This is an optimization exercise on Yosys and OpenROAD, whose aim is small area, not a production implementation. Only simulation tests tie the RTL to the original design; equivalence was not proved. Power figures rest on the tool's default switching activity, not on a simulated workload.

--- flow/config.mk ---
export PLATFORM = sky130hd
export DESIGN_NAME = valu_top
export DESIGN_NICKNAME = valu_top
export VERILOG_FILES = /design/flow/design.v
export SDC_FILE = /design/flow/constraint.sdc
export NUM_CORES = 4
export LEC_CHECK = 0
export ABC_AREA = 1
export CAP_MARGIN = 20
export CORE_MARGIN = 2
export CORE_UTILIZATION = 40
export SLEW_MARGIN = 20
export SYNTH_HIERARCHICAL = 1
--- flow/constraint.sdc ---
create_clock -name core_clock -period 7.0 [get_ports {clk}]
set_input_delay 1.4000 -clock core_clock [delete_from_list [all_inputs] [get_ports {clk}]]
set_output_delay 1.4000 -clock core_clock [all_outputs]
set_load 0.01 [all_outputs]
--- flow/design.v ---
package valu_op_pkg;
  typedef enum logic [2:0] {
    VOP_MUL    = 3'b000,
    VOP_MULA   = 3'b001,
    VOP_MULTAC = 3'b010,
    VOP_ADD    = 3'b011,
    VOP_SUB    = 3'b100,
    VOP_ADDAC  = 3'b101,
    VOP_MTAC   = 3'b110
  } vop_e;
  localparam logic [2:0] VOP_ILLEGAL_CODE = 3'b111;
endpackage
package valu_ctrl_pkg;
  typedef enum logic {
    MODE_FULL = 1'b0,
    MODE_HALF = 1'b1
  } elem_mode_e;
  typedef enum logic [1:0] {
    ADDEND_ZERO  = 2'd0,
    ADDEND_B     = 2'd1,
    ADDEND_ACCUM = 2'd2
  } addend_sel_e;
  typedef struct packed {
    elem_mode_e  mode;
    addend_sel_e addend_sel;
    logic        negate_b;
  } add_ctrl_t;
  typedef struct packed {
    elem_mode_e mode;
    logic       saturate;
    logic       save_to_accum;
  } round_ctrl_t;
endpackage
import valu_op_pkg::*;
module valu_decode (
  input  logic [2:0] in_op,
  output logic       is_mul,
  output logic       add_b,
  output logic       neg_b,
  output logic       use_acc,
  output logic       save
);
  assign is_mul  = (in_op == VOP_MUL) || (in_op == VOP_MULA) || (in_op == VOP_MULTAC);
  assign add_b   = (in_op == VOP_ADD) || (in_op == VOP_SUB);
  assign neg_b   = (in_op == VOP_SUB);
  assign use_acc = (in_op == VOP_MULA) || (in_op == VOP_ADDAC);
  assign save    = (in_op == VOP_MULTAC) || (in_op == VOP_MTAC);
endmodule
module valu_fa (
  input  logic x,
  input  logic y,
  input  logic z,
  output logic s,
  output logic c
);
  assign s = x ^ y ^ z;
  assign c = (x & y) | (x & z) | (y & z);
endmodule
module valu_add (
  input  logic [15:0] a,
  input  logic [15:0] b,
  input  logic        half,
  input  logic        frac,
  input  logic        is_mul,
  input  logic        add_b,
  input  logic        neg_b,
  output logic [17:0] q
);
  logic mul;
  assign mul = is_mul;
  wire n1 = b[7] & ~half;
  wire n2 = a[0] & ~half;
  wire n3 = a[1] & ~half;
  wire n4 = a[2] & ~half;
  wire n5 = a[3] & ~half;
  wire n6 = a[4] & ~half;
  wire n7 = a[5] & ~half;
  wire n8 = a[6] & ~half;
  wire n9 = a[7] & ~half;
  wire n10 = a[8] & ~half;
  wire n11 = a[9] & ~half;
  wire n12 = a[10] & ~half;
  wire n13 = a[11] & ~half;
  wire n14 = a[12] & ~half;
  wire n15 = a[13] & ~half;
  wire n16 = a[14] & ~half;
  wire n17 = a[15] & ~half;
  wire n18 = half ? a[7] : a[8];
  wire n19 = ~half;
  wire n20 = mul ? (b[0] ^ 1'b0) : 1'b1;
  wire n21 = mul & ((b[1] & ~b[0] & ~1'b0) | (~b[1] & b[0] & 1'b0));
  wire n22 = mul & b[1];
  wire n23 = n22 ^ half;
  wire n24 = n22 & ~half;
  wire n25 = ((a[0] & n20) | (1'b0 & n21)) ^ n22;
  wire n26 = ((a[1] & n20) | (a[0] & n21)) ^ n22;
  wire n27 = ((a[2] & n20) | (a[1] & n21)) ^ n22;
  wire n28 = ((a[3] & n20) | (a[2] & n21)) ^ n22;
  wire n29 = ((a[4] & n20) | (a[3] & n21)) ^ n22;
  wire n30 = ((a[5] & n20) | (a[4] & n21)) ^ n22;
  wire n31 = ((a[6] & n20) | (a[5] & n21)) ^ n22;
  wire n32 = ((a[7] & n20) | (a[6] & n21)) ^ n22;
  wire n33 = ((n18 & n20) | (a[7] & n21)) ^ n23;
  wire n34 = ((n11 & n20) | (n10 & n21)) ^ n24;
  wire n35 = ((n12 & n20) | (n11 & n21)) ^ n24;
  wire n36 = ((n13 & n20) | (n12 & n21)) ^ n24;
  wire n37 = ((n14 & n20) | (n13 & n21)) ^ n24;
  wire n38 = ((n15 & n20) | (n14 & n21)) ^ n24;
  wire n39 = ((n16 & n20) | (n15 & n21)) ^ n24;
  wire n40 = ((n17 & n20) | (n16 & n21)) ^ n24;
  wire n41 = ~(((n17 & n20) | (n17 & n21)) ^ n24);
  wire n42 = mul & (b[2] ^ b[1]);
  wire n43 = mul & ((b[3] & ~b[2] & ~b[1]) | (~b[3] & b[2] & b[1]));
  wire n44 = mul & b[3];
  wire n45 = n44 ^ half;
  wire n46 = n44 & ~half;
  wire n47 = ((a[0] & n42) | (1'b0 & n43)) ^ n44;
  wire n48 = ((a[1] & n42) | (a[0] & n43)) ^ n44;
  wire n49 = ((a[2] & n42) | (a[1] & n43)) ^ n44;
  wire n50 = ((a[3] & n42) | (a[2] & n43)) ^ n44;
  wire n51 = ((a[4] & n42) | (a[3] & n43)) ^ n44;
  wire n52 = ((a[5] & n42) | (a[4] & n43)) ^ n44;
  wire n53 = ((a[6] & n42) | (a[5] & n43)) ^ n44;
  wire n54 = ((a[7] & n42) | (a[6] & n43)) ^ n44;
  wire n55 = ((n18 & n42) | (a[7] & n43)) ^ n45;
  wire n56 = ((n11 & n42) | (n10 & n43)) ^ n46;
  wire n57 = ((n12 & n42) | (n11 & n43)) ^ n46;
  wire n58 = ((n13 & n42) | (n12 & n43)) ^ n46;
  wire n59 = ((n14 & n42) | (n13 & n43)) ^ n46;
  wire n60 = ((n15 & n42) | (n14 & n43)) ^ n46;
  wire n61 = ((n16 & n42) | (n15 & n43)) ^ n46;
  wire n62 = ((n17 & n42) | (n16 & n43)) ^ n46;
  wire n63 = ~(((n17 & n42) | (n17 & n43)) ^ n46);
  wire n64 = mul & (b[4] ^ b[3]);
  wire n65 = mul & ((b[5] & ~b[4] & ~b[3]) | (~b[5] & b[4] & b[3]));
  wire n66 = mul & b[5];
  wire n67 = n66 ^ half;
  wire n68 = n66 & ~half;
  wire n69 = ((a[0] & n64) | (1'b0 & n65)) ^ n66;
  wire n70 = ((a[1] & n64) | (a[0] & n65)) ^ n66;
  wire n71 = ((a[2] & n64) | (a[1] & n65)) ^ n66;
  wire n72 = ((a[3] & n64) | (a[2] & n65)) ^ n66;
  wire n73 = ((a[4] & n64) | (a[3] & n65)) ^ n66;
  wire n74 = ((a[5] & n64) | (a[4] & n65)) ^ n66;
  wire n75 = ((a[6] & n64) | (a[5] & n65)) ^ n66;
  wire n76 = ((a[7] & n64) | (a[6] & n65)) ^ n66;
  wire n77 = ((n18 & n64) | (a[7] & n65)) ^ n67;
  wire n78 = ((n11 & n64) | (n10 & n65)) ^ n68;
  wire n79 = ((n12 & n64) | (n11 & n65)) ^ n68;
  wire n80 = ((n13 & n64) | (n12 & n65)) ^ n68;
  wire n81 = ((n14 & n64) | (n13 & n65)) ^ n68;
  wire n82 = ((n15 & n64) | (n14 & n65)) ^ n68;
  wire n83 = ((n16 & n64) | (n15 & n65)) ^ n68;
  wire n84 = ((n17 & n64) | (n16 & n65)) ^ n68;
  wire n85 = ~(((n17 & n64) | (n17 & n65)) ^ n68);
  wire n86 = mul & (b[6] ^ b[5]);
  wire n87 = mul & ((b[7] & ~b[6] & ~b[5]) | (~b[7] & b[6] & b[5]));
  wire n88 = mul & b[7];
  wire n89 = n88 ^ half;
  wire n90 = n88 & ~half;
  wire n91 = ((a[0] & n86) | (1'b0 & n87)) ^ n88;
  wire n92 = ((a[1] & n86) | (a[0] & n87)) ^ n88;
  wire n93 = ((a[2] & n86) | (a[1] & n87)) ^ n88;
  wire n94 = ((a[3] & n86) | (a[2] & n87)) ^ n88;
  wire n95 = ((a[4] & n86) | (a[3] & n87)) ^ n88;
  wire n96 = ((a[5] & n86) | (a[4] & n87)) ^ n88;
  wire n97 = ((a[6] & n86) | (a[5] & n87)) ^ n88;
  wire n98 = ((a[7] & n86) | (a[6] & n87)) ^ n88;
  wire n99 = ((n18 & n86) | (a[7] & n87)) ^ n89;
  wire n100 = ((n11 & n86) | (n10 & n87)) ^ n90;
  wire n101 = ((n12 & n86) | (n11 & n87)) ^ n90;
  wire n102 = ((n13 & n86) | (n12 & n87)) ^ n90;
  wire n103 = ((n14 & n86) | (n13 & n87)) ^ n90;
  wire n104 = ((n15 & n86) | (n14 & n87)) ^ n90;
  wire n105 = ((n16 & n86) | (n15 & n87)) ^ n90;
  wire n106 = ((n17 & n86) | (n16 & n87)) ^ n90;
  wire n107 = ~(((n17 & n86) | (n17 & n87)) ^ n90);
  wire n108 = mul ? (b[8] ^ n1) : half;
  wire n109 = mul & ((b[9] & ~b[8] & ~n1) | (~b[9] & b[8] & n1));
  wire n110 = mul & b[9];
  wire n111 = n110 & ~half;
  wire n112 = n110 & half;
  wire n113 = ((n2 & n108) | (1'b0 & n109)) ^ n111;
  wire n114 = ((n3 & n108) | (n2 & n109)) ^ n111;
  wire n115 = ((n4 & n108) | (n3 & n109)) ^ n111;
  wire n116 = ((n5 & n108) | (n4 & n109)) ^ n111;
  wire n117 = ((n6 & n108) | (n5 & n109)) ^ n111;
  wire n118 = ((n7 & n108) | (n6 & n109)) ^ n111;
  wire n119 = ((n8 & n108) | (n7 & n109)) ^ n111;
  wire n120 = ((n9 & n108) | (n8 & n109)) ^ n111;
  wire n121 = ((a[8] & n108) | (n9 & n109)) ^ n110;
  wire n122 = ((a[9] & n108) | (a[8] & n109)) ^ n110;
  wire n123 = ((a[10] & n108) | (a[9] & n109)) ^ n110;
  wire n124 = ((a[11] & n108) | (a[10] & n109)) ^ n110;
  wire n125 = ((a[12] & n108) | (a[11] & n109)) ^ n110;
  wire n126 = ((a[13] & n108) | (a[12] & n109)) ^ n110;
  wire n127 = ((a[14] & n108) | (a[13] & n109)) ^ n110;
  wire n128 = ((a[15] & n108) | (a[14] & n109)) ^ n110;
  wire n129 = ~(((a[15] & n108) | (a[15] & n109)) ^ n110);
  wire n130 = mul & (b[10] ^ b[9]);
  wire n131 = mul & ((b[11] & ~b[10] & ~b[9]) | (~b[11] & b[10] & b[9]));
  wire n132 = mul & b[11];
  wire n133 = n132 & ~half;
  wire n134 = n132 & half;
  wire n135 = ((n2 & n130) | (1'b0 & n131)) ^ n133;
  wire n136 = ((n3 & n130) | (n2 & n131)) ^ n133;
  wire n137 = ((n4 & n130) | (n3 & n131)) ^ n133;
  wire n138 = ((n5 & n130) | (n4 & n131)) ^ n133;
  wire n139 = ((n6 & n130) | (n5 & n131)) ^ n133;
  wire n140 = ((n7 & n130) | (n6 & n131)) ^ n133;
  wire n141 = ((n8 & n130) | (n7 & n131)) ^ n133;
  wire n142 = ((n9 & n130) | (n8 & n131)) ^ n133;
  wire n143 = ((a[8] & n130) | (n9 & n131)) ^ n132;
  wire n144 = ((a[9] & n130) | (a[8] & n131)) ^ n132;
  wire n145 = ((a[10] & n130) | (a[9] & n131)) ^ n132;
  wire n146 = ((a[11] & n130) | (a[10] & n131)) ^ n132;
  wire n147 = ((a[12] & n130) | (a[11] & n131)) ^ n132;
  wire n148 = ((a[13] & n130) | (a[12] & n131)) ^ n132;
  wire n149 = ((a[14] & n130) | (a[13] & n131)) ^ n132;
  wire n150 = ((a[15] & n130) | (a[14] & n131)) ^ n132;
  wire n151 = ~(((a[15] & n130) | (a[15] & n131)) ^ n132);
  wire n152 = mul & (b[12] ^ b[11]);
  wire n153 = mul & ((b[13] & ~b[12] & ~b[11]) | (~b[13] & b[12] & b[11]));
  wire n154 = mul & b[13];
  wire n155 = n154 & ~half;
  wire n156 = n154 & half;
  wire n157 = ((n2 & n152) | (1'b0 & n153)) ^ n155;
  wire n158 = ((n3 & n152) | (n2 & n153)) ^ n155;
  wire n159 = ((n4 & n152) | (n3 & n153)) ^ n155;
  wire n160 = ((n5 & n152) | (n4 & n153)) ^ n155;
  wire n161 = ((n6 & n152) | (n5 & n153)) ^ n155;
  wire n162 = ((n7 & n152) | (n6 & n153)) ^ n155;
  wire n163 = ((n8 & n152) | (n7 & n153)) ^ n155;
  wire n164 = ((n9 & n152) | (n8 & n153)) ^ n155;
  wire n165 = ((a[8] & n152) | (n9 & n153)) ^ n154;
  wire n166 = ((a[9] & n152) | (a[8] & n153)) ^ n154;
  wire n167 = ((a[10] & n152) | (a[9] & n153)) ^ n154;
  wire n168 = ((a[11] & n152) | (a[10] & n153)) ^ n154;
  wire n169 = ((a[12] & n152) | (a[11] & n153)) ^ n154;
  wire n170 = ((a[13] & n152) | (a[12] & n153)) ^ n154;
  wire n171 = ((a[14] & n152) | (a[13] & n153)) ^ n154;
  wire n172 = ((a[15] & n152) | (a[14] & n153)) ^ n154;
  wire n173 = ~(((a[15] & n152) | (a[15] & n153)) ^ n154);
  wire n174 = mul & (b[14] ^ b[13]);
  wire n175 = mul & ((b[15] & ~b[14] & ~b[13]) | (~b[15] & b[14] & b[13]));
  wire n176 = mul & b[15];
  wire n177 = n176 & ~half;
  wire n178 = n176 & half;
  wire n179 = ((n2 & n174) | (1'b0 & n175)) ^ n177;
  wire n180 = ((n3 & n174) | (n2 & n175)) ^ n177;
  wire n181 = ((n4 & n174) | (n3 & n175)) ^ n177;
  wire n182 = ((n5 & n174) | (n4 & n175)) ^ n177;
  wire n183 = ((n6 & n174) | (n5 & n175)) ^ n177;
  wire n184 = ((n7 & n174) | (n6 & n175)) ^ n177;
  wire n185 = ((n8 & n174) | (n7 & n175)) ^ n177;
  wire n186 = ((n9 & n174) | (n8 & n175)) ^ n177;
  wire n187 = ((a[8] & n174) | (n9 & n175)) ^ n176;
  wire n188 = ((a[9] & n174) | (a[8] & n175)) ^ n176;
  wire n189 = ((a[10] & n174) | (a[9] & n175)) ^ n176;
  wire n190 = ((a[11] & n174) | (a[10] & n175)) ^ n176;
  wire n191 = ((a[12] & n174) | (a[11] & n175)) ^ n176;
  wire n192 = ((a[13] & n174) | (a[12] & n175)) ^ n176;
  wire n193 = ((a[14] & n174) | (a[13] & n175)) ^ n176;
  wire n194 = ((a[15] & n174) | (a[14] & n175)) ^ n176;
  wire n195 = ~(((a[15] & n174) | (a[15] & n175)) ^ n176);
  wire n196 = add_b & (b[0] ^ neg_b);
  wire n197 = add_b & (b[1] ^ neg_b);
  wire n198 = add_b & (b[2] ^ neg_b);
  wire n199 = add_b & (b[3] ^ neg_b);
  wire n200 = add_b & (b[4] ^ neg_b);
  wire n201 = add_b & (b[5] ^ neg_b);
  wire n202 = add_b & (b[6] ^ neg_b);
  wire n203 = add_b & (b[7] ^ neg_b);
  wire n204 = add_b & ((half ? b[7] : b[8]) ^ neg_b);
  wire n205 = add_b & (b[9] ^ neg_b);
  wire n206 = add_b & (b[10] ^ neg_b);
  wire n207 = add_b & (b[11] ^ neg_b);
  wire n208 = add_b & (b[12] ^ neg_b);
  wire n209 = add_b & (b[13] ^ neg_b);
  wire n210 = add_b & (b[14] ^ neg_b);
  wire n211 = add_b & (b[15] ^ neg_b);
  wire n212 = add_b & ((half ? b[8] : b[15]) ^ neg_b);
  wire n213 = add_b & (b[9] ^ neg_b);
  wire n214 = add_b & (b[10] ^ neg_b);
  wire n215 = add_b & (b[11] ^ neg_b);
  wire n216 = add_b & (b[12] ^ neg_b);
  wire n217 = add_b & (b[13] ^ neg_b);
  wire n218 = add_b & (b[14] ^ neg_b);
  wire n219 = add_b & (b[15] ^ neg_b);
  wire n220 = add_b & (b[15] ^ neg_b);
  wire n221 = neg_b & half;
  wire n222, n223;
  valu_fa fa_n222 (.x(neg_b), .y(n22), .z(n196), .s(n222), .c(n223));
  wire n224, n225;
  valu_fa fa_n224 (.x(n197), .y(n26), .z(n223), .s(n224), .c(n225));
  wire n226, n227;
  valu_fa fa_n226 (.x(n44), .y(n198), .z(n27), .s(n226), .c(n227));
  wire n228, n229;
  valu_fa fa_n228 (.x(n47), .y(n226), .z(n225), .s(n228), .c(n229));
  wire n230, n231;
  valu_fa fa_n230 (.x(n199), .y(n28), .z(n48), .s(n230), .c(n231));
  wire n232, n233;
  valu_fa fa_n232 (.x(n227), .y(n230), .z(n229), .s(n232), .c(n233));
  wire n234, n235;
  valu_fa fa_n234 (.x(n66), .y(n200), .z(n29), .s(n234), .c(n235));
  wire n236, n237;
  valu_fa fa_n236 (.x(n49), .y(n69), .z(n231), .s(n236), .c(n237));
  wire n238, n239;
  valu_fa fa_n238 (.x(n234), .y(n236), .z(n233), .s(n238), .c(n239));
  wire n240, n241;
  valu_fa fa_n240 (.x(n201), .y(n30), .z(n50), .s(n240), .c(n241));
  wire n242, n243;
  valu_fa fa_n242 (.x(n70), .y(n235), .z(n240), .s(n242), .c(n243));
  wire n244, n245;
  valu_fa fa_n244 (.x(n237), .y(n242), .z(n239), .s(n244), .c(n245));
  wire n246, n247;
  valu_fa fa_n246 (.x(n88), .y(n202), .z(n31), .s(n246), .c(n247));
  wire n248, n249;
  valu_fa fa_n248 (.x(n51), .y(n71), .z(n91), .s(n248), .c(n249));
  wire n250, n251;
  valu_fa fa_n250 (.x(n241), .y(n246), .z(n248), .s(n250), .c(n251));
  wire n252, n253;
  valu_fa fa_n252 (.x(n243), .y(n250), .z(n245), .s(n252), .c(n253));
  wire n254, n255;
  valu_fa fa_n254 (.x(n203), .y(n32), .z(n52), .s(n254), .c(n255));
  wire n256, n257;
  valu_fa fa_n256 (.x(n72), .y(n92), .z(n247), .s(n256), .c(n257));
  wire n258, n259;
  valu_fa fa_n258 (.x(n249), .y(n254), .z(n251), .s(n258), .c(n259));
  wire n260, n261;
  valu_fa fa_n260 (.x(n256), .y(n258), .z(n253), .s(n260), .c(n261));
  wire n262, n263;
  valu_fa fa_n262 (.x(half), .y(n111), .z(n204), .s(n262), .c(n263));
  wire n264, n265;
  valu_fa fa_n264 (.x(n53), .y(n73), .z(n93), .s(n264), .c(n265));
  wire n266, n267;
  valu_fa fa_n266 (.x(n33), .y(n113), .z(n262), .s(n266), .c(n267));
  wire n268, n269;
  valu_fa fa_n268 (.x(n255), .y(n264), .z(n266), .s(n268), .c(n269));
  wire n270, n271;
  valu_fa fa_n270 (.x(n257), .y(n268), .z(n259), .s(n270), .c(n271));
  wire n272, n273;
  valu_fa fa_n272 (.x(half), .y(n205), .z(n54), .s(n272), .c(n273));
  wire n274, n275;
  valu_fa fa_n274 (.x(n74), .y(n94), .z(n34), .s(n274), .c(n275));
  wire n276, n277;
  valu_fa fa_n276 (.x(n114), .y(n263), .z(n265), .s(n276), .c(n277));
  wire n278, n279;
  valu_fa fa_n278 (.x(n272), .y(n274), .z(n267), .s(n278), .c(n279));
  wire n280, n281;
  valu_fa fa_n280 (.x(n276), .y(n269), .z(n278), .s(n280), .c(n281));
  wire n282, n283;
  valu_fa fa_n282 (.x(n133), .y(n206), .z(n75), .s(n282), .c(n283));
  wire n284, n285;
  valu_fa fa_n284 (.x(n95), .y(n35), .z(n55), .s(n284), .c(n285));
  wire n286, n287;
  valu_fa fa_n286 (.x(n115), .y(n135), .z(n273), .s(n286), .c(n287));
  wire n288, n289;
  valu_fa fa_n288 (.x(n275), .y(n282), .z(n284), .s(n288), .c(n289));
  wire n290, n291;
  valu_fa fa_n290 (.x(n277), .y(n286), .z(n279), .s(n290), .c(n291));
  wire n292, n293;
  valu_fa fa_n292 (.x(n288), .y(n290), .z(n281), .s(n292), .c(n293));
  wire n294, n295;
  valu_fa fa_n294 (.x(half), .y(n207), .z(n76), .s(n294), .c(n295));
  wire n296, n297;
  valu_fa fa_n296 (.x(n96), .y(n36), .z(n56), .s(n296), .c(n297));
  wire n298, n299;
  valu_fa fa_n298 (.x(n116), .y(n136), .z(n283), .s(n298), .c(n299));
  wire n300, n301;
  valu_fa fa_n300 (.x(n285), .y(n294), .z(n296), .s(n300), .c(n301));
  wire n302, n303;
  valu_fa fa_n302 (.x(n287), .y(n298), .z(n289), .s(n302), .c(n303));
  wire n304, n305;
  valu_fa fa_n304 (.x(n300), .y(n291), .z(n302), .s(n304), .c(n305));
  wire n306, n307;
  valu_fa fa_n306 (.x(n155), .y(n208), .z(n97), .s(n306), .c(n307));
  wire n308, n309;
  valu_fa fa_n308 (.x(n37), .y(n57), .z(n77), .s(n308), .c(n309));
  wire n310, n311;
  valu_fa fa_n310 (.x(n117), .y(n137), .z(n157), .s(n310), .c(n311));
  wire n312, n313;
  valu_fa fa_n312 (.x(n295), .y(n297), .z(n306), .s(n312), .c(n313));
  wire n314, n315;
  valu_fa fa_n314 (.x(n308), .y(n310), .z(n299), .s(n314), .c(n315));
  wire n316, n317;
  valu_fa fa_n316 (.x(n301), .y(n312), .z(n314), .s(n316), .c(n317));
  wire n318, n319;
  valu_fa fa_n318 (.x(n303), .y(n316), .z(n305), .s(n318), .c(n319));
  wire n320, n321;
  valu_fa fa_n320 (.x(half), .y(n209), .z(n98), .s(n320), .c(n321));
  wire n322, n323;
  valu_fa fa_n322 (.x(n38), .y(n58), .z(n78), .s(n322), .c(n323));
  wire n324, n325;
  valu_fa fa_n324 (.x(n118), .y(n138), .z(n158), .s(n324), .c(n325));
  wire n326, n327;
  valu_fa fa_n326 (.x(n307), .y(n309), .z(n311), .s(n326), .c(n327));
  wire n328, n329;
  valu_fa fa_n328 (.x(n320), .y(n322), .z(n324), .s(n328), .c(n329));
  wire n330, n331;
  valu_fa fa_n330 (.x(n313), .y(n326), .z(n328), .s(n330), .c(n331));
  wire n332, n333;
  valu_fa fa_n332 (.x(n315), .y(n330), .z(n317), .s(n332), .c(n333));
  wire n334, n335;
  valu_fa fa_n334 (.x(n177), .y(n210), .z(n39), .s(n334), .c(n335));
  wire n336, n337;
  valu_fa fa_n336 (.x(n59), .y(n79), .z(n99), .s(n336), .c(n337));
  wire n338, n339;
  valu_fa fa_n338 (.x(n119), .y(n139), .z(n159), .s(n338), .c(n339));
  wire n340, n341;
  valu_fa fa_n340 (.x(n179), .y(n321), .z(n323), .s(n340), .c(n341));
  wire n342, n343;
  valu_fa fa_n342 (.x(n325), .y(n334), .z(n336), .s(n342), .c(n343));
  wire n344, n345;
  valu_fa fa_n344 (.x(n338), .y(n327), .z(n329), .s(n344), .c(n345));
  wire n346, n347;
  valu_fa fa_n346 (.x(n340), .y(n342), .z(n331), .s(n346), .c(n347));
  wire n348, n349;
  valu_fa fa_n348 (.x(n344), .y(n346), .z(n333), .s(n348), .c(n349));
  wire n350, n351;
  valu_fa fa_n350 (.x(half), .y(n211), .z(n40), .s(n350), .c(n351));
  wire n352 = n351 & ~half;
  wire n353, n354;
  valu_fa fa_n353 (.x(n60), .y(n80), .z(n100), .s(n353), .c(n354));
  wire n355 = n354 & ~half;
  wire n356, n357;
  valu_fa fa_n356 (.x(n120), .y(n140), .z(n160), .s(n356), .c(n357));
  wire n358 = n357 & ~half;
  wire n359, n360;
  valu_fa fa_n359 (.x(n180), .y(n335), .z(n337), .s(n359), .c(n360));
  wire n361 = n360 & ~half;
  wire n362, n363;
  valu_fa fa_n362 (.x(n339), .y(n350), .z(n353), .s(n362), .c(n363));
  wire n364 = n363 & ~half;
  wire n365, n366;
  valu_fa fa_n365 (.x(n356), .y(n341), .z(n343), .s(n365), .c(n366));
  wire n367 = n366 & ~half;
  wire n368, n369;
  valu_fa fa_n368 (.x(n359), .y(n362), .z(n345), .s(n368), .c(n369));
  wire n370 = n369 & ~half;
  wire n371, n372;
  valu_fa fa_n371 (.x(n365), .y(n347), .z(n368), .s(n371), .c(n372));
  wire n373 = n372 & ~half;
  wire n374 = ~(n221 ^ n112);
  wire n375 = n221 | n112;
  wire n376, n377;
  valu_fa fa_n376 (.x(n212), .y(n41), .z(n61), .s(n376), .c(n377));
  wire n378, n379;
  valu_fa fa_n378 (.x(n81), .y(n101), .z(n121), .s(n378), .c(n379));
  wire n380, n381;
  valu_fa fa_n380 (.x(n141), .y(n161), .z(n181), .s(n380), .c(n381));
  wire n382, n383;
  valu_fa fa_n382 (.x(n374), .y(n376), .z(n378), .s(n382), .c(n383));
  wire n384, n385;
  valu_fa fa_n384 (.x(n380), .y(n352), .z(n355), .s(n384), .c(n385));
  wire n386, n387;
  valu_fa fa_n386 (.x(n358), .y(n382), .z(n361), .s(n386), .c(n387));
  wire n388, n389;
  valu_fa fa_n388 (.x(n364), .y(n384), .z(n386), .s(n388), .c(n389));
  wire n390, n391;
  valu_fa fa_n390 (.x(n367), .y(n370), .z(n388), .s(n390), .c(n391));
  wire n392 = ~(n213 ^ n122);
  wire n393 = n213 | n122;
  wire n394, n395;
  valu_fa fa_n394 (.x(n375), .y(n62), .z(n82), .s(n394), .c(n395));
  wire n396, n397;
  valu_fa fa_n396 (.x(n102), .y(n142), .z(n162), .s(n396), .c(n397));
  wire n398, n399;
  valu_fa fa_n398 (.x(n182), .y(n377), .z(n379), .s(n398), .c(n399));
  wire n400, n401;
  valu_fa fa_n400 (.x(n381), .y(n392), .z(n394), .s(n400), .c(n401));
  wire n402, n403;
  valu_fa fa_n402 (.x(n396), .y(n383), .z(n398), .s(n402), .c(n403));
  wire n404, n405;
  valu_fa fa_n404 (.x(n400), .y(n385), .z(n402), .s(n404), .c(n405));
  wire n406, n407;
  valu_fa fa_n406 (.x(n387), .y(n404), .z(n389), .s(n406), .c(n407));
  wire n408, n409;
  valu_fa fa_n408 (.x(n134), .y(n214), .z(n123), .s(n408), .c(n409));
  wire n410, n411;
  valu_fa fa_n410 (.x(n63), .y(n83), .z(n103), .s(n410), .c(n411));
  wire n412, n413;
  valu_fa fa_n412 (.x(n143), .y(n163), .z(n183), .s(n412), .c(n413));
  wire n414, n415;
  valu_fa fa_n414 (.x(n393), .y(n395), .z(n397), .s(n414), .c(n415));
  wire n416, n417;
  valu_fa fa_n416 (.x(n408), .y(n410), .z(n412), .s(n416), .c(n417));
  wire n418, n419;
  valu_fa fa_n418 (.x(n399), .y(n401), .z(n414), .s(n418), .c(n419));
  wire n420, n421;
  valu_fa fa_n420 (.x(n416), .y(n403), .z(n418), .s(n420), .c(n421));
  wire n422, n423;
  valu_fa fa_n422 (.x(n405), .y(n420), .z(n407), .s(n422), .c(n423));
  wire n424 = ~(n215 ^ n124);
  wire n425 = n215 | n124;
  wire n426, n427;
  valu_fa fa_n426 (.x(n144), .y(n84), .z(n104), .s(n426), .c(n427));
  wire n428, n429;
  valu_fa fa_n428 (.x(n164), .y(n184), .z(n409), .s(n428), .c(n429));
  wire n430, n431;
  valu_fa fa_n430 (.x(n411), .y(n413), .z(n424), .s(n430), .c(n431));
  wire n432, n433;
  valu_fa fa_n432 (.x(n426), .y(n415), .z(n428), .s(n432), .c(n433));
  wire n434, n435;
  valu_fa fa_n434 (.x(n417), .y(n430), .z(n419), .s(n434), .c(n435));
  wire n436, n437;
  valu_fa fa_n436 (.x(n432), .y(n421), .z(n434), .s(n436), .c(n437));
  wire n438, n439;
  valu_fa fa_n438 (.x(n156), .y(n216), .z(n125), .s(n438), .c(n439));
  wire n440, n441;
  valu_fa fa_n440 (.x(n145), .y(n85), .z(n105), .s(n440), .c(n441));
  wire n442, n443;
  valu_fa fa_n442 (.x(n165), .y(n185), .z(n425), .s(n442), .c(n443));
  wire n444, n445;
  valu_fa fa_n444 (.x(n427), .y(n438), .z(n440), .s(n444), .c(n445));
  wire n446, n447;
  valu_fa fa_n446 (.x(n429), .y(n431), .z(n442), .s(n446), .c(n447));
  wire n448, n449;
  valu_fa fa_n448 (.x(n444), .y(n433), .z(n446), .s(n448), .c(n449));
  wire n450, n451;
  valu_fa fa_n450 (.x(n435), .y(n448), .z(n437), .s(n450), .c(n451));
  wire n452 = ~(n217 ^ n126);
  wire n453 = n217 | n126;
  wire n454, n455;
  valu_fa fa_n454 (.x(n146), .y(n166), .z(n106), .s(n454), .c(n455));
  wire n456, n457;
  valu_fa fa_n456 (.x(n186), .y(n439), .z(n441), .s(n456), .c(n457));
  wire n458, n459;
  valu_fa fa_n458 (.x(n452), .y(n454), .z(n443), .s(n458), .c(n459));
  wire n460, n461;
  valu_fa fa_n460 (.x(n445), .y(n456), .z(n447), .s(n460), .c(n461));
  wire n462, n463;
  valu_fa fa_n462 (.x(n458), .y(n460), .z(n449), .s(n462), .c(n463));
  wire n464, n465;
  valu_fa fa_n464 (.x(n178), .y(n218), .z(n127), .s(n464), .c(n465));
  wire n466, n467;
  valu_fa fa_n466 (.x(n147), .y(n167), .z(n107), .s(n466), .c(n467));
  wire n468, n469;
  valu_fa fa_n468 (.x(n187), .y(n453), .z(n455), .s(n468), .c(n469));
  wire n470, n471;
  valu_fa fa_n470 (.x(n464), .y(n466), .z(n457), .s(n470), .c(n471));
  wire n472, n473;
  valu_fa fa_n472 (.x(n468), .y(n459), .z(n470), .s(n472), .c(n473));
  wire n474, n475;
  valu_fa fa_n474 (.x(n461), .y(n472), .z(n463), .s(n474), .c(n475));
  wire n476 = ~(n219 ^ n128);
  wire n477 = n219 | n128;
  wire n478, n479;
  valu_fa fa_n478 (.x(n148), .y(n168), .z(n188), .s(n478), .c(n479));
  wire n480, n481;
  valu_fa fa_n480 (.x(n465), .y(n467), .z(n476), .s(n480), .c(n481));
  wire n482, n483;
  valu_fa fa_n482 (.x(n478), .y(n469), .z(n480), .s(n482), .c(n483));
  wire n484, n485;
  valu_fa fa_n484 (.x(n471), .y(n482), .z(n473), .s(n484), .c(n485));
  wire n486, n487;
  valu_fa fa_n486 (.x(n220), .y(n129), .z(n149), .s(n486), .c(n487));
  wire n488, n489;
  valu_fa fa_n488 (.x(n169), .y(n189), .z(n477), .s(n488), .c(n489));
  wire n490, n491;
  valu_fa fa_n490 (.x(n479), .y(n486), .z(n481), .s(n490), .c(n491));
  wire n492, n493;
  valu_fa fa_n492 (.x(n488), .y(n483), .z(n490), .s(n492), .c(n493));
  wire n494 = ~(n150 ^ n170);
  wire n495 = n150 | n170;
  wire n496, n497;
  valu_fa fa_n496 (.x(n190), .y(n487), .z(n494), .s(n496), .c(n497));
  wire n498, n499;
  valu_fa fa_n498 (.x(n489), .y(n496), .z(n491), .s(n498), .c(n499));
  wire n500, n501;
  valu_fa fa_n500 (.x(n151), .y(n171), .z(n191), .s(n500), .c(n501));
  wire n502, n503;
  valu_fa fa_n502 (.x(n495), .y(n500), .z(n497), .s(n502), .c(n503));
  wire n504 = ~(n172 ^ n192);
  wire n505 = n172 | n192;
  wire n506, n507;
  valu_fa fa_n506 (.x(n501), .y(n504), .z(n503), .s(n506), .c(n507));
  wire n508, n509;
  valu_fa fa_n508 (.x(n173), .y(n193), .z(n505), .s(n508), .c(n509));
  wire n510 = ~(n194 ^ n509);
  wire n511 = n194 | n509;
  wire n512 = n25 ^ n222;
  wire n513 = n25 & n222;
  wire n514 = n224 ^ n513;
  wire n515 = n224 & n513;
  wire n516 = n228 ^ n515;
  wire n517 = n228 & n515;
  wire n518 = n232 ^ n517;
  wire n519 = n232 & n517;
  wire n520 = n238 ^ n519;
  wire n521 = n238 & n519;
  wire n522 = n244 ^ n521;
  wire n523 = n244 & n521;
  wire n524 = n252 & 1'b0;
  wire n525 = n252 ^ 1'b0;
  wire n526 = n260 & 1'b0;
  wire n527 = n260 ^ 1'b0;
  wire n528 = n261 & n270;
  wire n529 = n261 ^ n270;
  wire n530 = n271 & n280;
  wire n531 = n271 ^ n280;
  wire n532 = n292 & 1'b0;
  wire n533 = n292 ^ 1'b0;
  wire n534 = n293 & n304;
  wire n535 = n293 ^ n304;
  wire n536 = n318 & 1'b0;
  wire n537 = n318 ^ 1'b0;
  wire n538 = n319 & n332;
  wire n539 = n319 ^ n332;
  wire n540 = n348 & 1'b0;
  wire n541 = n348 ^ 1'b0;
  wire n542 = n349 & n371;
  wire n543 = n349 ^ n371;
  wire n544 = n542 & ~half;
  wire n545 = n543 & ~half;
  wire n546 = n373 & n390;
  wire n547 = n373 ^ n390;
  wire n548 = n391 & n406;
  wire n549 = n391 ^ n406;
  wire n550 = n422 & 1'b0;
  wire n551 = n422 ^ 1'b0;
  wire n552 = n423 & n436;
  wire n553 = n423 ^ n436;
  wire n554 = n450 & 1'b0;
  wire n555 = n450 ^ 1'b0;
  wire n556 = n451 & n462;
  wire n557 = n451 ^ n462;
  wire n558 = n474 & 1'b0;
  wire n559 = n474 ^ 1'b0;
  wire n560 = n475 & n484;
  wire n561 = n475 ^ n484;
  wire n562 = n485 & n492;
  wire n563 = n485 ^ n492;
  wire n564 = n493 & n498;
  wire n565 = n493 ^ n498;
  wire n566 = n499 & n502;
  wire n567 = n499 ^ n502;
  wire n568 = n506 & 1'b0;
  wire n569 = n506 ^ 1'b0;
  wire n570 = n507 & n508;
  wire n571 = n507 ^ n508;
  wire n572 = n510 & 1'b0;
  wire n573 = n510 ^ 1'b0;
  wire n574 = n195 & n511;
  wire n575 = n195 ^ n511;
  wire n576 = 1'b1 & 1'b0;
  wire n577 = 1'b1 ^ 1'b0;
  wire n578 = n524 | (n525 & n523);
  wire n579 = n526 | (n527 & n578);
  wire n580 = n527 & n525;
  wire n581 = n530 | (n531 & n528);
  wire n582 = n531 & n529;
  wire n583 = n534 | (n535 & n532);
  wire n584 = n535 & n533;
  wire n585 = n538 | (n539 & n536);
  wire n586 = n539 & n537;
  wire n587 = n544 | (n545 & n540);
  wire n588 = n545 & n541;
  wire n589 = n548 | (n549 & n546);
  wire n590 = n549 & n547;
  wire n591 = n552 | (n553 & n550);
  wire n592 = n553 & n551;
  wire n593 = n556 | (n557 & n554);
  wire n594 = n557 & n555;
  wire n595 = n560 | (n561 & n558);
  wire n596 = n561 & n559;
  wire n597 = n564 | (n565 & n562);
  wire n598 = n565 & n563;
  wire n599 = n568 | (n569 & n566);
  wire n600 = n569 & n567;
  wire n601 = n572 | (n573 & n570);
  wire n602 = n573 & n571;
  wire n603 = n576 | (n577 & n574);
  wire n604 = n577 & n575;
  wire n605 = n528 | (n529 & n579);
  wire n606 = n529 & n580;
  wire n607 = n581 | (n582 & n579);
  wire n608 = n582 & n580;
  wire n609 = n536 | (n537 & n583);
  wire n610 = n537 & n584;
  wire n611 = n585 | (n586 & n583);
  wire n612 = n586 & n584;
  wire n613 = n546 | (n547 & n587);
  wire n614 = n547 & n588;
  wire n615 = n589 | (n590 & n587);
  wire n616 = n590 & n588;
  wire n617 = n554 | (n555 & n591);
  wire n618 = n555 & n592;
  wire n619 = n593 | (n594 & n591);
  wire n620 = n594 & n592;
  wire n621 = n562 | (n563 & n595);
  wire n622 = n563 & n596;
  wire n623 = n597 | (n598 & n595);
  wire n624 = n598 & n596;
  wire n625 = n570 | (n571 & n599);
  wire n626 = n571 & n600;
  wire n627 = n601 | (n602 & n599);
  wire n628 = n602 & n600;
  wire n629 = n532 | (n533 & n607);
  wire n630 = n533 & n608;
  wire n631 = n583 | (n584 & n607);
  wire n632 = n584 & n608;
  wire n633 = n609 | (n610 & n607);
  wire n634 = n610 & n608;
  wire n635 = n611 | (n612 & n607);
  wire n636 = n612 & n608;
  wire n637 = n550 | (n551 & n615);
  wire n638 = n551 & n616;
  wire n639 = n591 | (n592 & n615);
  wire n640 = n592 & n616;
  wire n641 = n617 | (n618 & n615);
  wire n642 = n618 & n616;
  wire n643 = n619 | (n620 & n615);
  wire n644 = n620 & n616;
  wire n645 = n566 | (n567 & n623);
  wire n646 = n567 & n624;
  wire n647 = n599 | (n600 & n623);
  wire n648 = n600 & n624;
  wire n649 = n625 | (n626 & n623);
  wire n650 = n626 & n624;
  wire n651 = n627 | (n628 & n623);
  wire n652 = n628 & n624;
  wire n653 = n540 | (n541 & n635);
  wire n654 = n541 & n636;
  wire n655 = n587 | (n588 & n635);
  wire n656 = n588 & n636;
  wire n657 = n613 | (n614 & n635);
  wire n658 = n614 & n636;
  wire n659 = n615 | (n616 & n635);
  wire n660 = n616 & n636;
  wire n661 = n637 | (n638 & n635);
  wire n662 = n638 & n636;
  wire n663 = n639 | (n640 & n635);
  wire n664 = n640 & n636;
  wire n665 = n641 | (n642 & n635);
  wire n666 = n642 & n636;
  wire n667 = n643 | (n644 & n635);
  wire n668 = n644 & n636;
  wire n669 = n574 | (n575 & n651);
  wire n670 = n575 & n652;
  wire n671 = n603 | (n604 & n651);
  wire n672 = n604 & n652;
  wire n673 = n558 | (n559 & n667);
  wire n674 = n559 & n668;
  wire n675 = n595 | (n596 & n667);
  wire n676 = n596 & n668;
  wire n677 = n621 | (n622 & n667);
  wire n678 = n622 & n668;
  wire n679 = n623 | (n624 & n667);
  wire n680 = n624 & n668;
  wire n681 = n645 | (n646 & n667);
  wire n682 = n646 & n668;
  wire n683 = n647 | (n648 & n667);
  wire n684 = n648 & n668;
  wire n685 = n649 | (n650 & n667);
  wire n686 = n650 & n668;
  wire n687 = n651 | (n652 & n667);
  wire n688 = n652 & n668;
  wire n689 = n669 | (n670 & n667);
  wire n690 = n670 & n668;
  wire n691 = n671 | (n672 & n667);
  wire n692 = n672 & n668;
  wire n693 = n525 ^ n523;
  wire n694 = n527 ^ n578;
  wire n695 = n529 ^ n579;
  wire n696 = n531 ^ n605;
  wire n697 = n533 ^ n607;
  wire n698 = n535 ^ n629;
  wire n699 = n537 ^ n631;
  wire n700 = n539 ^ n633;
  wire n701 = n541 ^ n635;
  wire n702 = n543 ^ n653;
  wire n703 = n547 ^ n655;
  wire n704 = n549 ^ n657;
  wire n705 = n551 ^ n659;
  wire n706 = n553 ^ n661;
  wire n707 = n555 ^ n663;
  wire n708 = n557 ^ n665;
  wire n709 = n559 ^ n667;
  wire n710 = n561 ^ n673;
  wire n711 = n563 ^ n675;
  wire n712 = n565 ^ n677;
  wire n713 = n567 ^ n679;
  wire n714 = n569 ^ n681;
  wire n715 = n571 ^ n683;
  wire n716 = n573 ^ n685;
  wire n717 = n575 ^ n687;
  wire n718 = n577 ^ n689;
  logic [31:0] p;
  assign p = {n718, n717, n716, n715, n714, n713, n712, n711, n710, n709, n708, n707, n706, n705, n704, n703, n702, n701, n700, n699, n698, n697, n696, n695, n694, n693, n522, n520, n518, n516, n514, n512};
  logic shift;
  assign shift = is_mul && frac;
  always_comb begin
    for (int k = 0; k < 8; k++) begin
      if (shift) q[k] = half ? p[7+k] : p[15+k];
      else       q[k] = p[k];
      if (shift)     q[9+k] = p[23+k];
      else if (half) q[9+k] = p[16+k];
      else           q[9+k] = p[8+k];
    end
    if (!half)      q[8] = 1'b1;
    else if (shift) q[8] = p[15];
    else            q[8] = p[8];
    if (is_mul)     q[17] = p[31];
    else if (half)  q[17] = p[24];
    else            q[17] = p[16];
  end
endmodule
module valu_round (
  input  logic [17:0] q,
  input  logic [15:0] acc,
  input  logic        use_acc,
  input  logic        half,
  input  logic        frac,
  output logic [15:0] r
);
  logic [17:0] d;
  logic [17:0] s;
  logic [18:0] c;
  logic        sat_hi, sat_lo;
  assign d = {acc[15], acc[15:8], half & acc[7], acc[7:0]} & {18{use_acc}};
  assign c[0] = 1'b0;
  assign s[0] = q[0] ^ d[0];
  assign c[1] = q[0] & d[0];
  for (genvar i = 1; i < 18; i++) begin : g_bit
    if (i == 8) begin : g_top
      assign s[i] = q[i] ^ d[i] ^ c[i];
    end else begin : g_fa
      valu_fa valu_fa_i (.x(q[i]), .y(d[i]), .z(c[i]), .s(s[i]), .c(c[i+1]));
    end
  end
  logic [7:0] gg, pp;
  logic [3:0] g2, p2;
  logic [1:0] g4;
  assign gg = q[7:0] & d[7:0];
  assign pp = q[7:0] | d[7:0];
  for (genvar k = 0; k < 4; k++) begin : g_la2
    assign g2[k] = gg[2*k+1] | (pp[2*k+1] & gg[2*k]);
    assign p2[k] = pp[2*k+1] & pp[2*k];
  end
  assign g4[0] = g2[1] | (p2[1] & g2[0]);
  assign g4[1] = g2[3] | (p2[3] & g2[2]);
  assign c[9]  = ~half & (g4[1] | (p2[3] & p2[2] & g4[0]));
  assign sat_hi = frac && (s[17] != s[16]);
  assign sat_lo = frac && (s[8] != s[7]);
  always_comb begin
    r[15:8] = sat_hi ? {s[17], {7{~s[17]}}} : s[16:9];
    if (half) r[7:0] = sat_lo ? {s[8], {7{~s[8]}}} : s[7:0];
    else      r[7:0] = sat_hi ? {8{~s[17]}} : s[7:0];
  end
endmodule
import valu_op_pkg::*;
module valu_top (
  input  logic                   clk,
  input  logic                   reset,
  input  logic                   in_valid,
  input  valu_op_pkg::vop_e      in_op,
  input  logic                   in_frac,
  input  logic                   in_half,
  input  logic [(4 * 16)-1:0] in_a,
  input  logic [(4 * 16)-1:0] in_b,
  output logic                   result_valid,
  output logic [(4 * 16)-1:0] result
);
  logic [63:0]     a0, b0;
  logic            frac0, half0;
  logic            is_mul, add_b, neg_b, use_acc, save;
  logic            mul0, add_b0, neg_b0, use_acc0, save0;
  logic [4*18-1:0] q_next, q1;
  logic [63:0]     r_next, r2;
  logic [63:0]     acc;
  logic            acc_set;
  logic            v0, v1, v2;
  logic            frac1, half1, acc1, save1;
  valu_decode valu_decode_i (.in_op, .is_mul, .add_b, .neg_b, .use_acc, .save);
  for (genvar l = 0; l < 4; l++) begin : g_lane
    valu_add valu_add_i (
      .a(a0[16*l +: 16]), .b(b0[16*l +: 16]), .half(half0), .frac(frac0),
      .is_mul(mul0), .add_b(add_b0), .neg_b(neg_b0), .q(q_next[18*l +: 18])
    );
    valu_round valu_round_i (
      .q(q1[18*l +: 18]), .acc(acc[16*l +: 16]), .use_acc(acc1 && acc_set), .half(half1),
      .frac(frac1),
      .r(r_next[16*l +: 16])
    );
  end
  always_ff @(posedge clk or posedge reset) begin
    if (reset) begin
      v0           <= 1'b0;
      v1           <= 1'b0;
      v2           <= 1'b0;
      result_valid <= 1'b0;
      acc_set      <= 1'b0;
    end else begin
      v0           <= in_valid;
      v1           <= v0;
      v2           <= v1;
      result_valid <= v2;
      if (v1 && save1) acc_set <= 1'b1;
    end
  end
  always_ff @(posedge clk) begin
    if (v1 && save1) acc <= r_next;
  end
  always_ff @(posedge clk) begin
    a0     <= in_a;
    b0     <= in_b;
    mul0     <= is_mul;
    add_b0   <= add_b;
    neg_b0   <= neg_b;
    use_acc0 <= use_acc;
    save0    <= save;
    frac0  <= in_frac;
    half0  <= in_half;
    q1     <= q_next;
    frac1  <= frac0;
    half1  <= half0;
    acc1   <= use_acc0;
    save1  <= save0;
    r2     <= r_next;
    result <= r2;
  end
endmodule
--- flow/flow/run.sh ---
#!/bin/bash
# The standard layout with the standard synthesis unchanged, with two changes:
#  - the port buffers are plain buf_1 cells (buffer_ports otherwise picks a delay-buffer cell)
#  - clock tree synthesis adds no dummy loads at the clock tree leaves
# The make output (every tool's log is also kept under orfs/logs) goes to standard.log.
set -euo pipefail
bash standard.sh \
  BUFFER_PORTS_ARGS="-buffer_cell sky130_fd_sc_hd__buf_1" \
  CTS_ARGS="-sink_clustering_enable -repair_clock_nets -dont_use_dummy_load -sink_clustering_size 20 -sink_clustering_max_diameter 70 -buf_list sky130_fd_sc_hd__clkbuf_8" \
  finish > standard.log 2>&1
--- flow/standard.sh ---
#!/bin/bash
# synth_recipe.tcl (not shown) runs the flow's synth.tcl, then flattens the netlist and writes it again
# the make line also repeats each setting of config.mk as NAME=value (left out here)
make -C /OpenROAD-flow-scripts/flow DESIGN_CONFIG=/design/flow/config.mk WORK_HOME=/design/flow/orfs CLKGATE_MAP_FILE= SYNTH_SCRIPT=/design/flow/synth_recipe.tcl "${@:-finish}"
==> notes.md, run 1 <==
Outcome: finished clean
Fin Hold WS: 0.3053 ns
CP required: 7.59 ns
Critical path's largest stage delay: 0.66 ns
DIE HEIGHT: 328.8 um
Post-cts repair resize count: 0
Largest delay share family, worst path: adder cells
Crit end category: flop
Tot GR Track Use: 23.25%
Crit path cell chain: inv_1 > buf_4 > nand2_1 > o22ai_1 > xor2_1 > fa_1 > fa_1 > fa_1 > fa_1 > fa_1 > fa_1 > ha_1 > nand2_1 > nor2_1 > inv_1 > nor2_1 > nand2_1 > nand2_2 > ha_1 > xor2_1 > nand2_1 > nand2_1 > nand2_1 > o21ai_1
Kind of critical path: flop to flop
Register area: 8847 um2
Power, Total: 18,160 uW
Multi-input gate area: 29,840 um2
Met3 Wirelength: 9.350 mm
Startpoint types: flop
Site Rows: 119
DP HPWL: 99.76 mm
First-pass GRT wire length: 196.0 mm
Io pins: 201
CTS tree: yes
Largest area contributor in the netlist: fa_1
Total grt overflow: 0
Total of max-cap violations: 0
Vias: 33,480
Worst EP arrival: 7.23 ns
Commonest cells in the netlist: 761 x nand2_1, 600 x fa_1, 544 x xor2_1
Final std cell area, no fill: 44,930 um2
1st-pass router iterations: 6
Final Hold Fails: 0
Tcrit/Tclk final: 94.82%
Post-synth EDFFs: 64
Layout cells sized above 1: 7.952%
Mean Syn Cell Area: 8.942 um2
Fillers: 10,530
Synth Flop Type: dfxtp_1
Cts hold-fix bufs: 0
Top sig layer: met5
Count leader, synth: nand2_1
Routed length on met2: 55.42 mm
Core Area: 105,000 um2
Clk buf depth: 3
Final core occ: 42.81%
Placed Instance Area: 44,390 um2
Unrepaired setup endpoints after global routing: false
FF+latch count, synth: 408
Hold Path Class: flop to flop
Vias per cell: 5.327
Crit-path max FO: 26
TNS Setup: 0 ns
Largest net degree at the start of global routing: 65
Synthesized netlist cell count: 4,718
Routed wire length: 125.0 mm
Worst-path clk slew: 0.09 ns
TritonCTS Buffers: 39
Net Count, Synth: 5,610
Mapped Area: 42,190 um2
Area Growth Syn to Fin: 6.501%
Vias in the first global route: 33,920
Clock sink count: 408
Async set-reset flop share out of synthesis: 1.225%
Max Fclk: 150.7 MHz
Clock insertion delay at the later pin of the skew report: 0.74 ns
Synth Warn #: 9
Count of input and output buffers: 200
Starting Density: 40.19%
Synth top area cells: fa_1 28%, dfxtp_1 16%, xor2_1 11%
CP bufs+invs: 3
Die ar.: 108,100 um2
Setup Buffers After CTS: 0
PwrDens: 404.2 nW/um2
Max Slew Vio Count: 0
Share of the synthesized area in the top cell type: 28.47%
Leak pwr: 0.02222 uW
Final Skew: 0.1169 ns
DRC Markers: 0
Final setup vio count: 0
Detailed Route Iter0 Violations: 3,199
Fin crit period: 6.637 ns
Synth unique cells: 41
Htree depth: 2
Routed WL per cell: 19.88 um
WL met1: 55.32 mm
Final net count: 5,786
Crit-path slowest cell: dfxtp_4
GP Congestion: 0.9815
Worst-margin pin slew: 0.9879 ns
Initial antenna violation count: 6
Number of routed nets with antenna violations: 0
Part of the Yosys area used for sequential elements: 20.94%
Die width: 328.8 um
Peak VDD IR: 0.2517 mV
Max transition margin: 34.14%
Root Driver: clkbuf_8
[logic make-up after synthesis]
family,synth area share (%)
adders and majority gates,33.10
xor gates and xnor gates,12.04
and+or+nand+nor,13.37
buffers and inverters,8.339
DFF,20.94
AOI/OAI and AO/OA,12.22
[state kept, by name, indices dropped and copies added (netlist names), 64 cells and up]
register,cells
a0,64
acc,64
r2,64
b0,64
q1,72
result,64
[metrics by stage]
step / cells / worst slack (ns)
after floorplan: 4718 / 0.3644
after detailed placement: 6244 / 0.4283
after global placement: 6244 / 0.5351
final: 6286 / 0.3627
after global routing: 6284 / 0.01252
after CTS: 6283 / 0.4252
[Yosys stat by module (local to each module, per instance)]
module	times used	flops+latches	area (um2)	cells
valu_add	4	0	4686	773
valu_decode	1	0	43.79	11
valu_fa	596	0	20.02	1
valu_round	4	0	653.1	151
valu_top	1	408	8860	415
[cell usage in the layout, fill, tap and decap left out, types with 5 or more instances in the layout]
cell      instances
a21oi_1         173
buf_4           101
dfrtp_1           5
or2_2            12
xnor2_1          36
o21ai_1          12
nor3_4           20
nand2_1         761
buf_1           200
ha_1            156
nor2_2           20
nand2_2          36
fa_1            600
nor2_1          243
nand3_1         157
clkbuf_8         39
o21bai_1         20
nand4_1           8
inv_2           117
o21ai_2           8
o22ai_1         464
o21ai_0         172
edfxtp_1         64
nand3_2           8
clkinv_1          8
a31oi_1          16
xor2_1          544
dfxtp_1         334
inv_1           510
[layout make-up]
| class | instances | area share (%) |
|---|---|---|
| well taps | 1391 | 3.873 |
| repair buffers | 303 | 3.447 |
| multi-input cells | 3502 | 66.41 |
| diodes | 3 | 0.01671 |
| flip-flops and latches | 408 | 19.69 |
| clock buffers | 39 | 1.195 |
| inverters | 640 | 5.371 |
[worst register-to-register path: cells and delay by family, from the launching register on]
kind	cells	cell delay (ns)
buffers and inverters	3	0.88
adders and majority gates	8	3.28
DFF	1	0.66
and+or+nand+nor	9	1.00
xor gates and xnor gates	2	0.38
AOI/OAI and AO/OA	2	0.31
[worst paths after layout]
path,start,end,slack [ns],cells past startpoint
min,save0,save1,0.31,0
max,half0,q1[16],0.36,24
min in group asynchronous,reset,v0,0.57,2
max in group asynchronous,reset,v1,6.23,2
max reg2reg,half0,q1[16],0.36,24
min reg2reg,save0,save1,0.31,0
[report_power, final]
group	internal [uW]	switching, uW	total (uW)
clock network	494	819	1310
registers	3270	417	3690
logic	5190	7970	13200
total	8960	9200	18200
[routing by layer]
metal | vias to the layer above | GRT usage, %
met5 | - | 0
met4 | 2 | 8.150
met3 | 266 | 4.040
met2 | 1466 | 35.94
met1 | 16150 | 32.75
li1 | 15610 | -
==> run 2, diff against run 1 <==
--- a/flow/flow/run.sh
+++ b/flow/flow/run.sh
@@ -8,3 +8,3 @@
   BUFFER_PORTS_ARGS="-buffer_cell sky130_fd_sc_hd__buf_1" \
-  CTS_ARGS="-sink_clustering_enable -repair_clock_nets -dont_use_dummy_load -sink_clustering_size 20 -sink_clustering_max_diameter 70 -buf_list sky130_fd_sc_hd__clkbuf_8" \
+  CTS_ARGS="-sink_clustering_enable -repair_clock_nets -dont_use_dummy_load -sink_clustering_size 24 -sink_clustering_max_diameter 80" \
   finish > standard.log 2>&1
==> run 2 against run 1 <==
Clock skew rose by 0.017 ns. Sequential cell count did not move. Critical path depth fell by 1. Die area did not move. Sequential share of layout area fell by 0.16 points. Worst hold slack got worse by 0.0083 ns. Combinational power barely moved. Clock power rose by 34%. Area after synthesis did not move.
==> notes.md, run 2 <==
Outcome: finished clean
Crit-path slowest cell: dfxtp_2
Htree depth: 2 (unchanged)
Hold Path Class: flop to flop
Max Fclk: 152.4 MHz (+1.2%)
Fin crit period: 6.561 ns (-0.07641 ns)
TritonCTS Buffers: 35 (-10%)
Crit path cell chain: buf_4 > buf_4 > o21ai_0 > a21oi_1 > fa_1 > fa_1 > fa_1 > fa_1 > fa_1 > fa_1 > ha_1 > nand2_1 > nor2_1 > nand2_1 > nand2_1 > nand2_1 > nand2_2 > ha_1 > xor2_1 > nand2_1 > nand2_1 > nand2_1 > o21ai_1
Routed WL per cell: 19.95 um (+0.32%)
Non-filler cells, final: 6,283 (-0.048%)
Clock insertion delay at the later pin of the skew report: 0.65 ns (-0.09 ns)
Io pins: 201 (unchanged)
Vias in the first global route: 33,840 (-0.23%)
Final net count: 5,786 (unchanged)
Register area: 8847 um2 (unchanged)
Part of the Yosys area used for sequential elements: 20.94% (unchanged)
Count leader, synth: nand2_1
Tcrit/Tclk final: 93.73% (-1.1 points)
DRC Markers: 0 (unchanged)
Multi-input gate area: 29,840 um2 (unchanged)
Crit path depth: 23 (-4.2%)
Root Driver: clkbuf_16
Vias: 33,440 (-0.14%)
Async set-reset flop share out of synthesis: 1.225% (unchanged)
FF+latch count, synth: 408 (unchanged)
Final Skew: 0.1338 ns (+0.01690 ns)
1st-pass router iterations: 6 (unchanged)
Layout cells sized above 1: 7.952% (unchanged)
Max Slew Vio Count: 0 (unchanged)
Total of max-cap violations: 0 (unchanged)
Die ar.: 108,100 um2 (unchanged)
Largest net degree at the start of global routing: 65 (unchanged)
Clk buf depth: 3 (unchanged)
Critical path's largest stage delay: 1.00 ns (+0.34 ns)
Routed wire length: 125.3 mm (+0.28%)
Worst-path clk slew: 0.09 ns (about the same)
Final setup vio count: 0 (unchanged)
Starting Density: 40.19% (unchanged)
Fillers: 10,500 (-0.27%)
Synth Warn #: 9 (unchanged)
CP bufs+invs: 2 (-1)
Post-cts repair resize count: 0 (unchanged)
Synth unique cells: 41 (unchanged)
Die width: 328.8 um (unchanged)
Mean Syn Cell Area: 8.942 um2 (unchanged)
Leak pwr: 0.02240 uW (+0.80%)
Antenna cells: 0 (-3)
Vias per cell: 5.322 (about the same)
Share of the synthesized area in the top cell type: 28.47% (unchanged)
First-pass GRT wire length: 196.3 mm (+0.18%)
Clock sink count: 408 (unchanged)
Initial antenna violation count: 5 (-1)
Net Count, Synth: 5,610 (unchanged)
Detailed Route Iter0 Violations: 3,220 (+0.66%)
Mapped Area: 42,190 um2 (unchanged)
GP Congestion: 0.9815 (unchanged)
Cts hold-fix bufs: 0 (unchanged)
Reg2reg setup slack: 0.44 ns (+0.08 ns)
Worst-margin pin slew: 0.9992 ns (+0.01130 ns)
Synth top area cells: fa_1 28%, dfxtp_1 16%, xor2_1 11%
Tot GR Track Use: 23.31% (+0.058 points)
Largest area contributor in the netlist: fa_1
FF-to-FF path depth: 23 (-4.2%)
Final Hold Fails: 0 (unchanged)
Startpoint types: flop
Inst Count DP: 6,244 (unchanged)
Total grt overflow: 0 (unchanged)
Synth Flop Type: dfxtp_1
Largest delay share family, worst path: adder cells
Commonest cells in the netlist: 761 x nand2_1, 600 x fa_1, 544 x xor2_1
Most flop-heavy register: q1
Core Area: 105,000 um2 (unchanged)
Most common cell after layout, fill and taps aside: nand2_1
Post-synth EDFFs: 64 (unchanged)
TNS Setup: 0 ns (unchanged)
Max transition margin: 33.38% (-0.75 points)
Count of input and output buffers: 200 (unchanged)
Number of routed nets with antenna violations: 0 (unchanged)
Kind of critical path: flop to flop
CP required: 7.49 ns (-0.10 ns)
Largest register FFs: 72 (unchanged)
Critical Path Most Common Cell: nand2_1
Crit-path max FO: 28 (+7.7%)
DIE HEIGHT: 328.8 um (unchanged)
Unrepaired setup endpoints after global routing: false
Worst EP arrival: 7.05 ns (-0.18 ns)
PwrDens: 410.5 nW/um2 (+1.6%)
Site Rows: 119 (unchanged)
Synthesized netlist cell count: 4,718 (unchanged)
Crit end category: flop
DP HPWL: 99.76 mm (unchanged)
Area Growth Syn to Fin: 7.399%
Peak VDD IR: 0.2536 mV (+0.77%)
CTS tree: yes
WHS Path Cells: 0 (unchanged)
Leading cell types in the layout, fill and taps excluded: 761 x nand2_1, 600 x fa_1, 544 x xor2_1
## run 2: cell counts after synthesis
Identical to the previous run, type by type.
## run 2: Yosys stat by module (local to each module, per instance)
module | cell area [um2] | flops+latches | cells
valu_decode | 43.79 | 0 | 11
valu_fa | 20.02 | 0 | 1
valu_round | 653.1 | 0 | 151
valu_top | 8860 | 408 | 415
valu_add | 4686 | 0 | 773
## run 2: kinds of logic (layout without fill, tap and decap cells)
logic type	Yosys count	in the layout	share of synthesized area [%]
compound gates	877	877	12.22
simple gates	1289	1289	13.37
buf+inv	808	982	8.339
fa+ha+maj	756	756	33.10
xor+xnor	580	580	12.04
flops	408	408	20.94
## run 2: worst paths after layout
| path | startpoint | to |
|---|---|---|
| max in group asynchronous | reset | acc_set |
| setup reg to reg | add_b0 | q1[70] |
| hold / removal | r2[46] | result[46] |
| hold reg to reg | r2[46] | result[46] |
| setup / recovery | add_b0 | q1[70] |
| min in group asynchronous | reset | v0 |
## run 2: routing by layer
layer	GRT usage [%]	part of all wire [%]	vias to the layer above	routed length, um
li1	-	-	15610	-
met1	32.83	44	16060	55070
met2	36.21	45	1506	55860
met3	4.076	7.9	258	9874
met4	7.723	3.6	2	4496
met5	0	0.010	-	13
## run 2: power by group
group	total, uW	switching [uW]	leakage, uW	internal, uW
Sequential	3690	414	0.00350	3270
Clock	1750	875	0.000431	879
Combinational	13200	7960	0.0185	5200
## run 2: cell type report
class | count | area share, %
Timing Repair Buffer | 307 | 3.523
Clock buffer | 35 | 1.933
Tap cell | 1391 | 3.841
Sequential cell | 408 | 19.53
Multi-Input combinational cell | 3502 | 65.85
Inverter | 640 | 5.327
## run 2: what timing repair did
item                                    CTS  global route
setup buffers                             0             4
endpoints found under the hold margin     0             0
endpoints found under the setup margin    0             2
## run 2: per-stage QoR
| step | hold WS, ns | area [um2] | setup slack [ns] | power (uW) | util (%) |
|---|---|---|---|---|---|
| 6_report | 0.2970 | 45310 | 0.4391 | 18600 | 43.17 |
| 3_3_place_gp | 0.3123 | 44390 | 0.5351 | 16710 | 42.29 |
| 5_1_grt | 0.3134 | 45310 | 0.03941 | 20740 | 43.17 |
| 3_5_place_dp | 0.3121 | 44390 | 0.4283 | 16830 | 42.29 |
| 4_1_cts | 0.2914 | 45260 | 0.4521 | 18740 | 43.12 |
| 2_1_floorplan | 0.3096 | 42190 | 0.3644 | 13390 | - |

==> static timing again, ports no longer ideal <==
Ports are ideal in the flow. The routed layouts listed here were re-timed in OpenROAD. Step 1 sets driving cells, clkbuf_16 on the clock port and buf_2 on the other inputs (assumed; they add their load-dependent delay and slew). Step 2 also shifts input and output timing later by t, the mid clock arrival at the registers, as if the neighbouring blocks saw the same clock. a / b / c = ideal / step 1 / step 2; a / b = the first two.
run | t, ns | slack for setup (ns) | worst hold slack (ns) | worst setup path at the end
run 1 | 0.737 | 0.363 / 0.363 / 0.363 | 0.305 / 0.305 / 0.305 | register to register
run 2 | 0.654 | 0.439 / 0.439 / 0.439 | 0.297 / 0.297 / 0.297 | register to register
After both steps every run listed still meets setup and hold.
